What follows belongs to an exercise in optimizing a design on an open flow for small area, a short achievable clock period and few clock cycles per item; a production flow would make more cautious choices.
Only simulation tests tie the RTL to the original design; equivalence was not proved.

`design/flow/run.sh`:
```
#!/bin/bash
# synth_recipe.tcl (not shown) runs the flow's synth.tcl, then flattens the netlist and writes it again
# the make line also repeats each setting of config.mk as NAME=value (left out here)
make -C /OpenROAD-flow-scripts/flow DESIGN_CONFIG=/design/flow/config.mk WORK_HOME=/design/flow/orfs CLKGATE_MAP_FILE= SYNTH_SCRIPT=/design/flow/synth_recipe.tcl finish
```
`design/flow/config.mk`:
```
export PLATFORM = sky130hd
export DESIGN_NAME = modular_exponentiation
export DESIGN_NICKNAME = modular_exponentiation
export VERILOG_FILES = /design/flow/design.v
export SDC_FILE = /design/flow/constraint.sdc
export NUM_CORES = 4
export LEC_CHECK = 0
export CAP_MARGIN = 20
export CORE_MARGIN = 2
export CORE_UTILIZATION = 40
export SLEW_MARGIN = 20
```
`design/flow/constraint.sdc`:
```
create_clock -name core_clock -period 6.5 [get_ports {clk}]
set_input_delay 1.3000 -clock core_clock [delete_from_list [all_inputs] [get_ports {clk}]]
set_output_delay 1.3000 -clock core_clock [all_outputs]
set_load 0.01 [all_outputs]
```
`design/flow/design.v`:
```
`default_nettype none
package mexp_pkg;
    localparam int WIDTH = 32;
    localparam int CNT_W = $clog2(WIDTH);
    typedef logic [WIDTH-1:0] word_t;
    typedef logic [CNT_W-1:0] cnt_t;
    typedef logic [1:0]       cfg_index_t;
    localparam cnt_t CNT_LAST = cnt_t'(WIDTH - 1);
    localparam cfg_index_t REG_MODULUS  = 2'd0;
    localparam cfg_index_t REG_EXPONENT = 2'd1;
    localparam word_t MODULUS_RESET  = word_t'(3233);
    localparam word_t EXPONENT_RESET = word_t'(17);
    typedef enum logic [2:0] {
        ST_IDLE,
        ST_REDUCE,
        ST_MINIT,
        ST_MSTEP,
        ST_MCOMMIT,
        ST_FINISH
    } state_t;
    typedef struct packed {
        logic load;
        logic reduce_step;
        logic mul_init;
        logic mul_step;
        logic mul_commit;
        logic finish;
    } cmd_t;
    typedef struct packed {
        logic special;
    } status_t;
    function automatic word_t add_mod(input word_t x, input word_t y, input word_t m);
        logic [WIDTH:0] s;
        s = {1'b0, x} + {1'b0, y};
        if (s >= {1'b0, m})
        begin
            s = s - {1'b0, m};
        end
        add_mod = s[WIDTH-1:0];
    endfunction
endpackage
`default_nettype wire
`default_nettype none
module mexp_ctrl (
    input  wire logic               clk,
    input  wire logic               rst_n,
    input  wire logic               in_valid,
    output logic                    in_ready,
    output logic                    out_valid,
    input  wire logic               out_ready,
    input  wire mexp_pkg::status_t  status,
    output mexp_pkg::cmd_t          cmd
);
    mexp_pkg::state_t state_reg;
    mexp_pkg::state_t state_next;
    mexp_pkg::cnt_t   step_cnt_reg;
    mexp_pkg::cnt_t   step_cnt_next;
    mexp_pkg::cnt_t   bit_cnt_reg;
    mexp_pkg::cnt_t   bit_cnt_next;
    logic             out_valid_reg;
    logic             out_valid_next;
    logic             accept;
    logic             release_ok;
    assign accept     = in_valid && (state_reg == mexp_pkg::ST_IDLE);
    assign release_ok = !out_valid_reg || out_ready;
    always_comb
    begin
        state_next    = state_reg;
        step_cnt_next = step_cnt_reg;
        bit_cnt_next  = bit_cnt_reg;
        unique case (state_reg)
            mexp_pkg::ST_IDLE:
            begin
                step_cnt_next = '0;
                bit_cnt_next  = '0;
                if (accept)
                begin
                    state_next = status.special ? mexp_pkg::ST_FINISH : mexp_pkg::ST_REDUCE;
                end
            end
            mexp_pkg::ST_REDUCE:
            begin
                step_cnt_next = step_cnt_reg + 1'b1;
                if (step_cnt_reg == mexp_pkg::CNT_LAST)
                begin
                    state_next = mexp_pkg::ST_MINIT;
                end
            end
            mexp_pkg::ST_MINIT:
            begin
                step_cnt_next = '0;
                state_next    = mexp_pkg::ST_MSTEP;
            end
            mexp_pkg::ST_MSTEP:
            begin
                step_cnt_next = step_cnt_reg + 1'b1;
                if (step_cnt_reg == mexp_pkg::CNT_LAST)
                begin
                    state_next = mexp_pkg::ST_MCOMMIT;
                end
            end
            mexp_pkg::ST_MCOMMIT:
            begin
                bit_cnt_next = bit_cnt_reg + 1'b1;
                if (bit_cnt_reg == mexp_pkg::CNT_LAST)
                begin
                    state_next = mexp_pkg::ST_FINISH;
                end
                else
                begin
                    state_next = mexp_pkg::ST_MINIT;
                end
            end
            mexp_pkg::ST_FINISH:
            begin
                if (release_ok)
                begin
                    state_next = mexp_pkg::ST_IDLE;
                end
            end
            default:
            begin
                state_next = mexp_pkg::ST_IDLE;
            end
        endcase
    end
    always_comb
    begin
        cmd            = '0;
        out_valid_next = out_valid_reg && !out_ready;
        unique case (state_reg)
            mexp_pkg::ST_IDLE:    cmd.load        = accept;
            mexp_pkg::ST_REDUCE:  cmd.reduce_step = 1'b1;
            mexp_pkg::ST_MINIT:   cmd.mul_init    = 1'b1;
            mexp_pkg::ST_MSTEP:   cmd.mul_step    = 1'b1;
            mexp_pkg::ST_MCOMMIT: cmd.mul_commit  = 1'b1;
            mexp_pkg::ST_FINISH:
            begin
                cmd.finish = release_ok;
                if (release_ok)
                begin
                    out_valid_next = 1'b1;
                end
            end
            default:
            begin
                cmd = '0;
            end
        endcase
    end
    always_ff @(posedge clk or negedge rst_n)
    begin
        if (!rst_n)
        begin
            state_reg     <= mexp_pkg::ST_IDLE;
            step_cnt_reg  <= '0;
            bit_cnt_reg   <= '0;
            out_valid_reg <= 1'b0;
        end
        else
        begin
            state_reg     <= state_next;
            step_cnt_reg  <= step_cnt_next;
            bit_cnt_reg   <= bit_cnt_next;
            out_valid_reg <= out_valid_next;
        end
    end
    assign in_ready  = (state_reg == mexp_pkg::ST_IDLE);
    assign out_valid = out_valid_reg;
endmodule
`default_nettype wire
`default_nettype none
module mexp_datapath (
    input  wire logic                  clk,
    input  wire logic                  rst_n,
    input  wire logic                  cfg_write,
    input  wire mexp_pkg::cfg_index_t  cfg_index,
    input  wire mexp_pkg::word_t       cfg_data,
    input  wire mexp_pkg::word_t       message,
    input  wire mexp_pkg::cmd_t        cmd,
    output mexp_pkg::status_t          status,
    output mexp_pkg::word_t            power_result
);
    mexp_pkg::word_t modulus_reg;
    mexp_pkg::word_t modulus_next;
    mexp_pkg::word_t exponent_reg;
    mexp_pkg::word_t exponent_next;
    mexp_pkg::word_t msg_reg;
    mexp_pkg::word_t msg_next;
    mexp_pkg::word_t base_reg;
    mexp_pkg::word_t base_next;
    mexp_pkg::word_t acc_reg;
    mexp_pkg::word_t acc_next;
    mexp_pkg::word_t exp_reg;
    mexp_pkg::word_t exp_next;
    mexp_pkg::word_t bbits_reg;
    mexp_pkg::word_t bbits_next;
    mexp_pkg::word_t ma_reg;
    mexp_pkg::word_t ma_next;
    mexp_pkg::word_t mp_reg;
    mexp_pkg::word_t mp_next;
    mexp_pkg::word_t sa_reg;
    mexp_pkg::word_t sa_next;
    mexp_pkg::word_t sp_reg;
    mexp_pkg::word_t sp_next;
    mexp_pkg::word_t result_reg;
    mexp_pkg::word_t result_next;
    logic [mexp_pkg::WIDTH:0] rem_shift;
    always_comb
    begin
        modulus_next  = modulus_reg;
        exponent_next = exponent_reg;
        if (cfg_write)
        begin
            unique case (cfg_index)
                mexp_pkg::REG_MODULUS:  modulus_next  = cfg_data;
                mexp_pkg::REG_EXPONENT: exponent_next = cfg_data;
                default:
                begin
                    modulus_next = modulus_reg;
                end
            endcase
        end
    end
    assign status.special = (modulus_reg == '0) || (exponent_reg == '0);
    assign rem_shift = {base_reg, msg_reg[mexp_pkg::WIDTH-1]};
    always_comb
    begin
        msg_next    = msg_reg;
        base_next   = base_reg;
        acc_next    = acc_reg;
        exp_next    = exp_reg;
        bbits_next  = bbits_reg;
        ma_next     = ma_reg;
        mp_next     = mp_reg;
        sa_next     = sa_reg;
        sp_next     = sp_reg;
        result_next = result_reg;
        if (cmd.load)
        begin
            msg_next  = message;
            base_next = '0;
            acc_next  = (modulus_reg == mexp_pkg::word_t'(1)) ? '0 : mexp_pkg::word_t'(1);
            exp_next  = exponent_reg;
        end
        if (cmd.reduce_step)
        begin
            msg_next = {msg_reg[mexp_pkg::WIDTH-2:0], 1'b0};
            if (rem_shift >= {1'b0, modulus_reg})
            begin
                base_next = mexp_pkg::word_t'(rem_shift - {1'b0, modulus_reg});
            end
            else
            begin
                base_next = rem_shift[mexp_pkg::WIDTH-1:0];
            end
        end
        if (cmd.mul_init)
        begin
            ma_next    = acc_reg;
            mp_next    = '0;
            sa_next    = base_reg;
            sp_next    = '0;
            bbits_next = base_reg;
        end
        if (cmd.mul_step)
        begin
            if (bbits_reg[0])
            begin
                mp_next = mexp_pkg::add_mod(mp_reg, ma_reg, modulus_reg);
                sp_next = mexp_pkg::add_mod(sp_reg, sa_reg, modulus_reg);
            end
            ma_next    = mexp_pkg::add_mod(ma_reg, ma_reg, modulus_reg);
            sa_next    = mexp_pkg::add_mod(sa_reg, sa_reg, modulus_reg);
            bbits_next = {1'b0, bbits_reg[mexp_pkg::WIDTH-1:1]};
        end
        if (cmd.mul_commit)
        begin
            if (exp_reg[0])
            begin
                acc_next = mp_reg;
            end
            base_next = sp_reg;
            exp_next  = {1'b0, exp_reg[mexp_pkg::WIDTH-1:1]};
        end
        if (cmd.finish)
        begin
            if (modulus_reg == '0)
            begin
                result_next = '0;
            end
            else if (exponent_reg == '0)
            begin
                result_next = mexp_pkg::word_t'(1);
            end
            else
            begin
                result_next = acc_reg;
            end
        end
    end
    always_ff @(posedge clk or negedge rst_n)
    begin
        if (!rst_n)
        begin
            modulus_reg  <= mexp_pkg::MODULUS_RESET;
            exponent_reg <= mexp_pkg::EXPONENT_RESET;
        end
        else
        begin
            modulus_reg  <= modulus_next;
            exponent_reg <= exponent_next;
        end
    end
    always_ff @(posedge clk)
    begin
        msg_reg    <= msg_next;
        base_reg   <= base_next;
        acc_reg    <= acc_next;
        exp_reg    <= exp_next;
        bbits_reg  <= bbits_next;
        ma_reg     <= ma_next;
        mp_reg     <= mp_next;
        sa_reg     <= sa_next;
        sp_reg     <= sp_next;
        result_reg <= result_next;
    end
    assign power_result = result_reg;
endmodule
`default_nettype wire
`default_nettype none
module modular_exponentiation (
    input  wire logic                  clk,
    input  wire logic                  rst_n,
    input  wire logic                  in_valid,
    output logic                       in_ready,
    input  wire mexp_pkg::word_t       message,
    output logic                       out_valid,
    input  wire logic                  out_ready,
    output mexp_pkg::word_t            power_result,
    input  wire logic                  cfg_valid,
    output logic                       cfg_ready,
    input  wire mexp_pkg::cfg_index_t  cfg_index,
    input  wire mexp_pkg::word_t       cfg_data
);
    mexp_pkg::cmd_t    cmd;
    mexp_pkg::status_t status;
    assign cfg_ready = 1'b1;
    mexp_ctrl u_ctrl (
        .clk       (clk),
        .rst_n     (rst_n),
        .in_valid  (in_valid),
        .in_ready  (in_ready),
        .out_valid (out_valid),
        .out_ready (out_ready),
        .status    (status),
        .cmd       (cmd)
    );
    mexp_datapath u_datapath (
        .clk          (clk),
        .rst_n        (rst_n),
        .cfg_write    (cfg_valid && cfg_ready),
        .cfg_index    (cfg_index),
        .cfg_data     (cfg_data),
        .message      (message),
        .cmd          (cmd),
        .status       (status),
        .power_result (power_result)
    );
endmodule
`default_nettype wire
```
==> metrics.cfg <==
[route]
viasPerCell=5.87
drtIter0Drc=1779
routedWlPerCell_um=22.1
routed_wl_um=89400
first_pass_iters=5
antenna_left=0
route.detailed.drc=0
vias=23700

[synth]
synthTopCellsByCount=nand2_1 (467), o21ai_0 (278), a21oi_1 (246)
syn_nets=3348
synth-seq-area-share_pct=38.4
ys_types=82
yosys.area_share.xor_xnor_pct=5.84
synth.area.top_cells=edfxtp_1 (24%), ha_1 (10%), dfxtp_1 (7.2%)
ys_ff_latch=398
synth_area_per_cell_um2=9.07
post_synth_fa_ha_maj_area_fraction_pct=10.9
synthMuxAreaShare_pct=4.07
synth_simple_gate_area_share_pct=15.6
synth_area_leader_cell=edfxtp_1
synth_area_um2=27600
synth_top_area_share_pct=24.1
synth_most_common_cell=nand2_1
ys.flop_type=edfxtp_1
postSynthCellCount=3042
synth_edf_count=221
synth_top_family_by_area=compound AO/OA/AOI/OAI gates
synth_compound_area_share_pct=22.5
synth_warnings=2
async_reset_ff_share_pct=19.6

[sta]
fin_crit_ps=5880
rsz0062_at_grt=no
max_slew_margin_pct=27.7
fmax_ghz=0.170
setup_viol=0
drv_slew=0
worstMarginPinSlew_ps=1080
hold_viol_final=0
post-route-period-util_pct=90.5
skew_ps=20.1
timing.setup.tns_ps=0

[final_layout]
fillers=6536
syn_to_final_growth_pct=14.0
drive_gt1_share_pct=6.07
nets=3428
register_area_um2=10600
multi_input_area_um2=16300
design_area_um2=31400

[clocking]
numClockSinks=398
clock_latency_ps=610
clkTransAtPathRegs_ps=60
root_buffer=clkbuf_16
numCtsBuffers=49
cts_setup_buffers=0
htree_levels=2
cts-resized-gates=0
cts_hold_buffers=0
clk_path_buf_depth=3
cts_tree=built

[placed_design]
post-dp-hpwl_um=66200
placed_area_um2=29600
portBuffers=104
place_congestion=0.960

[die]
row_count=96
ios=106
initial_core_util_pct=40.3
dieWidth_um=267
dieArea_um2=71100
die_h_um=267
core_um2=68500

[worst_setup_path]
critPathCaptureType=register
required_ps=6980
cp.arrival_ps=6370
path_class=register to register
crit_chain=ha_1 > fa_1 > a211oi_1 > nor4_1 > nor2_1 > a31oi_1 > a21oi_1 > o21bai_1 > a21oi_1 > o21ai_0 > xnor2_1 > ha_1 > a21oi_1 > o21ai_0 > a211oi_1 > nor2_1 > nor3_1 > nand3_1 > nand2_1 > nor2_1 > a221o_1
crit_path_start_kind=register
path_max_fanout=10
max_stage_delay_ps=520
cp_slowest_cell=a21oi_1
reg2reg_slack_ps=620

[flow_run]
max-cap-violations=0

[global_route]
grt.total_usage_pct=24.8
antenna_found_initial=1
gr-total-overflow=0
grt_pass1_vias=23200
grt_max_degree=79
grt_pass1_wl_um=136000

[status]
status=finished clean

[min_path]
min_path_type=register to register

## stage by stage
step | hold slack (ps) | instances | worst slack, ps | utilization (%)
5_1_grt | 480 | 4045 | 238 | 45.9
3_3_place_gp | 443 | 3952 | 817 | 43.2
3_5_place_dp | 450 | 3953 | 757 | 43.3
2_1_floorplan | 437 | 3042 | 1510 | -
4_1_cts | 458 | 4045 | 754 | 45.9
6_report | 458 | 4047 | 616 | 45.9
## layer usage
metal | part of all wire, % | vias up | track usage (%)
met5 | 0 | - | 0
met3 | 5.3 | 197 | 3.23
met4 | 5.1 | 0 | 12.2
met2 | 48 | 677 | 42.5
met1 | 42 | 11500 | 30.9
li1 | - | 11400 | -
## area by class of cell
class | instances | share of cell area, %
antenna | 2 | 0.0159
clock buffer | 67 | 4.48
clock inverter | 25 | 1.29
inverter | 81 | 0.967
multi-input combinational | 2451 | 51.9
sequential | 398 | 33.7
tap | 882 | 3.51
timing repair buffer | 141 | 4.22
## path summary, 6_finish.rpt
path,cells past startpoint,startpoint,endpoint
setup / recovery,21,u_datapath.ma_reg[0]$_DFFE_PP_,u_datapath.mp_reg[22]$_DFF_P_
hold / removal,2,u_datapath.exp_reg[31]$_SDFFE_PP0P_,u_datapath.exp_reg[31]$_SDFFE_PP0P_
setup reg to reg,21,u_datapath.ma_reg[0]$_DFFE_PP_,u_datapath.mp_reg[22]$_DFF_P_
hold reg to reg,2,u_datapath.exp_reg[31]$_SDFFE_PP0P_,u_datapath.exp_reg[31]$_SDFFE_PP0P_
max in group asynchronous,1,rst_n,u_datapath.modulus_reg[27]$_DFFE_PN0P_
min in group asynchronous,1,rst_n,u_ctrl.out_valid_reg$_DFF_PN0_
## kinds of logic (layout without fill, tap and decap cells)
logic type                 count (synthesis)  after routing
and+or+nand+nor                          951            951
other                                      1              3
adders and majority gates                235            235
DFF                                      398            398
AOI/OAI and AO/OA                        972            972
muxes                                    108            108
buffers and inverters                    193            314
xor gates and xnor gates                 184            184
## layout by cell type (no fill, tap or decap), drive strengths merged, types with 75 or more instances in the layout
| master | instances |
|---|---|
| nand2 | 469 |
| o21ai | 286 |
| a21oi | 246 |
| ha | 228 |
| edfxtp | 221 |
| nor2 | 172 |
| a21o | 117 |
| xnor2 | 112 |
| clkdlybuf4s50 | 103 |
| dfxtp | 99 |
| inv | 84 |
| mux2i | 75 |
## worst max-delay path, delay by kind of cell (launching register included)
| family | cells | cell delay, ps |
|---|---|---|
| adders and majority gates | 3 | 1050 |
| DFF | 1 | 440 |
| and+or+nand+nor | 7 | 1310 |
| xor gates and xnor gates | 1 | 380 |
| AOI/OAI and AO/OA | 10 | 2550 |
Testbench counts, summed over its fixed seeds: cycles 215,432, items 192.

afterwards: timing with drivers on the ports:
The flow's constraints put no driver on any port. The routed layout listed below was extracted and timed again, unchanged, in two steps.
Step 1: set_driving_cell puts a clkbuf_16 on clk and a buf_2 on each other input, an assumption about the parent block.
Step 2 adds t to the input delays and takes it off the output delays; t is the mean of the earliest and latest rising clock arrival at the registers after step 1. Input paths then give back, and output paths get back, about the clock's delay inside the block.
Slacks: ideal / step 1 / step 2; pairs: ideal / step 1.
t (ns): 0.661
setup slack, ns: 0.616 / 0.616 / 0.616
worst setup path after step 2: register to register
slew at the worst register clock pin (ns): 0.06 / 0.06
pins driven straight from the clock port: 1
After both steps this run still meets setup and hold. The setup slack of this run moves by 0.000 ns with the drivers and by 0.000 ns with both steps.
